Background: an optimization exercise with open tools, aiming at small area. Do not read the settings as production practice.
In this exercise RTL edits were held to simulation tests only and were not proved equivalent to the original.
Power and IR drop assume default switching activity. No driver is modelled on the clock port, so clocking that relies on it looks cheaper here than on a real chip.

==> flow/design.v (excerpt) <==
module peak_result_streamer
#(
  parameter int          NofRangeBins = NOF_RANGE_BINS,
  parameter logic [15:0] HeaderTag    = HEADER_TAG
) (
  input  logic               clk_i,
  input  logic               rst_i,
  input  logic               group_start_i,
  input  logic               pk_valid_i,
  input  logic [BIN_W-1:0]   pk_bin_i,
  input  logic [VALUE_W-1:0] pk_value_i,
  input  logic [ADDR_W-1:0]  pk_addr_i,
  input  logic               group_done_i,
  output logic [15:0]        y0_o,
  output logic [15:0]        y0z_o,
  output logic [15:0]        y1_o,
  output logic [15:0]        y1z_o,
  output logic               data_valid_o,
  output logic               busy_o,
  output logic               overrun_o,
  output logic [15:0]        frame_cnt_o
);
==> module peak_result_streamer, before the edit <==
module peak_result_streamer
#(
  parameter int          NofRangeBins = NOF_RANGE_BINS,
  parameter logic [15:0] HeaderTag    = HEADER_TAG
) (
  input  logic               clk_i,
  input  logic               rst_i,
  input  logic               group_start_i,
  input  logic               pk_valid_i,
  input  logic [BIN_W-1:0]   pk_bin_i,
  input  logic [VALUE_W-1:0] pk_value_i,
  input  logic [ADDR_W-1:0]  pk_addr_i,
  input  logic               group_done_i,
  output logic [15:0]        y0_o,
  output logic [15:0]        y0z_o,
  output logic [15:0]        y1_o,
  output logic [15:0]        y1z_o,
  output logic               data_valid_o,
  output logic               busy_o,
  output logic               overrun_o,
  output logic [15:0]        frame_cnt_o
);
  localparam logic [15:0] Y1zSum = 16'(NofRangeBins + NofRangeBins * (NofRangeBins - 1) / 2);
  logic                    run;
  logic [4:0]              cnt;
  logic                    accept;
  logic                    drop;
  logic                    wr_en;
  logic                    clr_w;
  logic                    hdr_nxt;
  logic                    rec_nxt;
  logic                    trl_nxt;
  logic [ENTRY_W-1:0]      wr_entry;
  logic [NofRangeBins-1:0] mask;
  logic [NofRangeBins-1:0] mask_nxt;
  peak_result_streamer_pkg::peak_entry_t rd_entry;
  peak_result_streamer_pkg::peak_entry_t rd_q;
  logic                    rd_en;
  logic [3:0]              rec_bin;
  logic [15:0]             checksum;
  logic [15:0]             chk_nxt;
  logic [15:0]             y0_nxt;
  logic [15:0]             y0z_nxt;
  logic [15:0]             y1_nxt;
  logic [15:0]             y1_q;
  logic                    hdr_on;
  logic                    rd_hit;
  logic [4:0]              empty_bins;
  assign busy_o  = run;
  assign rd_en   = run & ~cnt[4];
  assign hdr_nxt = run & (cnt == 5'd0);
  assign rec_nxt = run & (cnt != 5'd0) & (cnt <= 5'd16);
  assign trl_nxt = run & (cnt == 5'd17);
  assign accept = group_done_i & ~run;
  assign drop   = group_done_i & run;
  assign wr_en  = pk_valid_i & ~drop;
  assign clr_w  = group_start_i | drop;
  assign wr_entry = {pk_value_i, pk_addr_i};
  always_comb begin
    mask_nxt = (clr_w | hdr_nxt) ? '0 : mask;
    if (wr_en) begin
      mask_nxt[pk_bin_i] = 1'b1;
    end
  end
  always_ff @(posedge clk_i or posedge rst_i) begin
    if (rst_i) begin
      mask <= '0;
    end else begin
      mask <= mask_nxt;
    end
  end
  peak_result_bank #(.Slots(NOF_SLOTS)) u_pool (
    .clk_i      (clk_i),
    .rst_i      (rst_i),
    .clr_w_i    (clr_w),
    .wr_en_i    (wr_en),
    .wr_bin_i   (pk_bin_i),
    .wr_entry_i (wr_entry),
    .swap_i     (accept),
    .rd_en_i    (rd_en),
    .rd_bin_i   (cnt[3:0]),
    .rd_entry_o (rd_entry),
    .rd_hit_o   (rd_hit)
  );
  assign y0_nxt  = rd_q.value[15:0]
                 | (hdr_nxt ? HeaderTag : '0)
                 | (trl_nxt ? checksum : '0);
  assign y0z_nxt = rd_q.value[31:16]
                 | (hdr_nxt ? frame_cnt_o : '0)
                 | (trl_nxt ? ~HeaderTag : '0);
  assign y1_nxt  = 16'(rd_q.addr)
                 | (hdr_nxt ? 16'(mask) : '0)
                 | (trl_nxt ? 16'(empty_bins) : '0);
  assign chk_nxt = (hdr_nxt ? Y1zSum : checksum) + y0_nxt + y0z_nxt + y1_nxt;
  always_ff @(posedge clk_i) begin
    checksum <= chk_nxt;
    cnt      <= accept ? 5'd0 : cnt + 5'd1;
    empty_bins <= hdr_nxt ? 5'(rd_en & ~rd_hit) : empty_bins + 5'(rd_en & ~rd_hit);
  end
  always_ff @(posedge clk_i or posedge rst_i) begin
    if (rst_i) begin
      run          <= 1'b0;
      rd_q         <= '0;
      y0_o         <= '0;
      y0z_o        <= '0;
      y1_q         <= '0;
      overrun_o    <= 1'b0;
      frame_cnt_o  <= '0;
    end else begin
      if (accept) begin
        run <= 1'b1;
      end else if (cnt == 5'd18) begin
        run <= 1'b0;
      end
      if (drop) begin
        overrun_o <= 1'b1;
      end
      if (trl_nxt) begin
        frame_cnt_o <= frame_cnt_o + 16'd1;
      end
      rd_q  <= rd_entry;
      y0_o  <= y0_nxt;
      y0z_o <= y0z_nxt;
      y1_q  <= y1_nxt;
    end
  end
  assign hdr_on       = run & (cnt == 5'd1);
  assign rec_bin      = cnt[3:0] - 4'd2;
  assign data_valid_o = run & (cnt != 5'd0);
  assign y1_o         = y1_q;
  assign y1z_o        = {11'd0, hdr_on, (run & (cnt >= 5'd2) & (cnt <= 5'd17)) ? rec_bin : 4'd0};
endmodule
clock: 12.0 ns
lec_check: 0
cap_margin: 0
core_margin: 2
core_utilization: 40
place_density: 0.75
slew_margin: 0
standard.sh (not shown) runs the stock make flow with config.mk's settings and CLKGATE_MAP_FILE= SYNTH_SCRIPT=/design/flow/synth_recipe.tcl, a recipe that flattens the netlist after the stock synthesis.
==> flow/flow/run.sh <==
#!/bin/bash
# Own layout flow: the standard flow (standard.sh, standard synthesis
# unchanged) with two changes to how the layout is made:
#  - every port still gets a buffer, but of the smallest buffer cell (buf_1)
#  - the clock tree is built without dummy loads, from clkbuf_16 with
#    larger sink clusters
# The make output goes to flow.log here; ORFS's own per-step logs stay
# under orfs/logs/.
set -euo pipefail
CTS_SIZE=32
CTS_DIA=80
export BUFFER_PORTS_ARGS="-buffer_cell sky130_fd_sc_hd__buf_1"
export CTS_ARGS="-sink_clustering_enable -repair_clock_nets -dont_use_dummy_load -buf_list sky130_fd_sc_hd__clkbuf_16 -sink_clustering_size ${CTS_SIZE} -sink_clustering_max_diameter ${CTS_DIA}"
bash standard.sh > flow.log 2>&1
Edit:
--- a/flow/design.v
+++ b/flow/design.v
@@ -123,10 +123,11 @@
   logic                    hdr_nxt;
   logic                    rec_nxt;
   logic                    trl_nxt;
   logic [ENTRY_W-1:0]      wr_entry;
-  logic [NofRangeBins-1:0] mask;
-  logic [NofRangeBins-1:0] mask_nxt;
+  logic [NofRangeBins-1:0] mask_w;
+  logic [NofRangeBins-1:0] mask_w_nxt;
+  logic [NofRangeBins-1:0] mask_r;
   peak_result_streamer_pkg::peak_entry_t rd_entry;
   peak_result_streamer_pkg::peak_entry_t rd_q;
   logic                    rd_en;
   logic [3:0]              rec_bin;
@@ -134,9 +135,9 @@
   logic [15:0]             chk_nxt;
   logic [15:0]             y0_nxt;
   logic [15:0]             y0z_nxt;
   logic [15:0]             y1_nxt;
-  logic [15:0]             y1_q;
+  logic [ADDR_W-1:0]       y1_lo;
   logic                    hdr_on;
   logic                    rd_hit;
   logic [4:0]              empty_bins;
   assign busy_o  = run;
@@ -149,18 +150,23 @@
   assign wr_en  = pk_valid_i & ~drop;
   assign clr_w  = group_start_i | drop;
   assign wr_entry = {pk_value_i, pk_addr_i};
   always_comb begin
-    mask_nxt = (clr_w | hdr_nxt) ? '0 : mask;
+    mask_w_nxt = clr_w ? '0 : mask_w;
     if (wr_en) begin
-      mask_nxt[pk_bin_i] = 1'b1;
+      mask_w_nxt[pk_bin_i] = 1'b1;
     end
   end
   always_ff @(posedge clk_i or posedge rst_i) begin
     if (rst_i) begin
-      mask <= '0;
+      mask_w <= '0;
     end else begin
-      mask <= mask_nxt;
+      mask_w <= accept ? '0 : mask_w_nxt;
+    end
+  end
+  always_ff @(posedge clk_i) begin
+    if (accept) begin
+      mask_r <= mask_w_nxt;
     end
   end
   peak_result_bank #(.Slots(NOF_SLOTS)) u_pool (
     .clk_i      (clk_i),
@@ -181,9 +187,9 @@
   assign y0z_nxt = rd_q.value[31:16]
                  | (hdr_nxt ? frame_cnt_o : '0)
                  | (trl_nxt ? ~HeaderTag : '0);
   assign y1_nxt  = 16'(rd_q.addr)
-                 | (hdr_nxt ? 16'(mask) : '0)
+                 | (hdr_nxt ? 16'(mask_r) : '0)
                  | (trl_nxt ? 16'(empty_bins) : '0);
   assign chk_nxt = (hdr_nxt ? Y1zSum : checksum) + y0_nxt + y0z_nxt + y1_nxt;
   always_ff @(posedge clk_i) begin
     checksum <= chk_nxt;
@@ -195,9 +201,9 @@
       run          <= 1'b0;
       rd_q         <= '0;
       y0_o         <= '0;
       y0z_o        <= '0;
-      y1_q         <= '0;
+      y1_lo        <= '0;
       overrun_o    <= 1'b0;
       frame_cnt_o  <= '0;
     end else begin
       if (accept) begin
@@ -213,13 +219,13 @@
       end
       rd_q  <= rd_entry;
       y0_o  <= y0_nxt;
       y0z_o <= y0z_nxt;
-      y1_q  <= y1_nxt;
+      y1_lo <= y1_nxt[ADDR_W-1:0];
     end
   end
   assign hdr_on       = run & (cnt == 5'd1);
   assign rec_bin      = cnt[3:0] - 4'd2;
   assign data_valid_o = run & (cnt != 5'd0);
-  assign y1_o         = y1_q;
+  assign y1_o         = {(hdr_on ? mask_r[NofRangeBins-1:ADDR_W] : '0), y1_lo};
   assign y1z_o        = {11'd0, hdr_on, (run & (cnt >= 5'd2) & (cnt <= 5'd17)) ? rec_bin : 4'd0};
 endmodule
Outcome: The new run produced a clean layout; global-route usage climbs by 0.30 points; wire length climbs by a few percent; final area climbs slightly; clock power hardly moves; via count climbs slightly; sequential share of layout area climbs by 0.51 points; power climbs by a few percent; hold slack improves by 0.0092 ns; non-clock buffer count drops by 3.

## re-timing with driven ports
The flow's constraints put no driver on any port. The routed layouts listed below were extracted and timed again, unchanged, in two steps.
Step 1: set_driving_cell puts a clkbuf_16 on clk_i and a buf_2 on each other input, an assumption about the parent block.
Step 2 moves the port delays by t, midway between the first and last clock arrival at a register: inputs arrive t later, outputs are due t later. That takes back most of the time a late clock gives input paths.
Three values: no drivers, after step 1, after step 2; two values: the first two.
run	t, ns	slack for setup (ns)	slew at the worst register clock pin (ns)	pins driven straight from the clock port
the first run	0.650	5.434 / 5.463 / 4.813	0.12 / 0.12	1
the second run	0.633	5.616 / 5.652 / 5.019	0.12 / 0.12	1
After both steps every run listed still meets setup and hold. The setup slack of the first run, which loses most, moves by +0.029 ns with the drivers and by -0.621 ns with both steps.
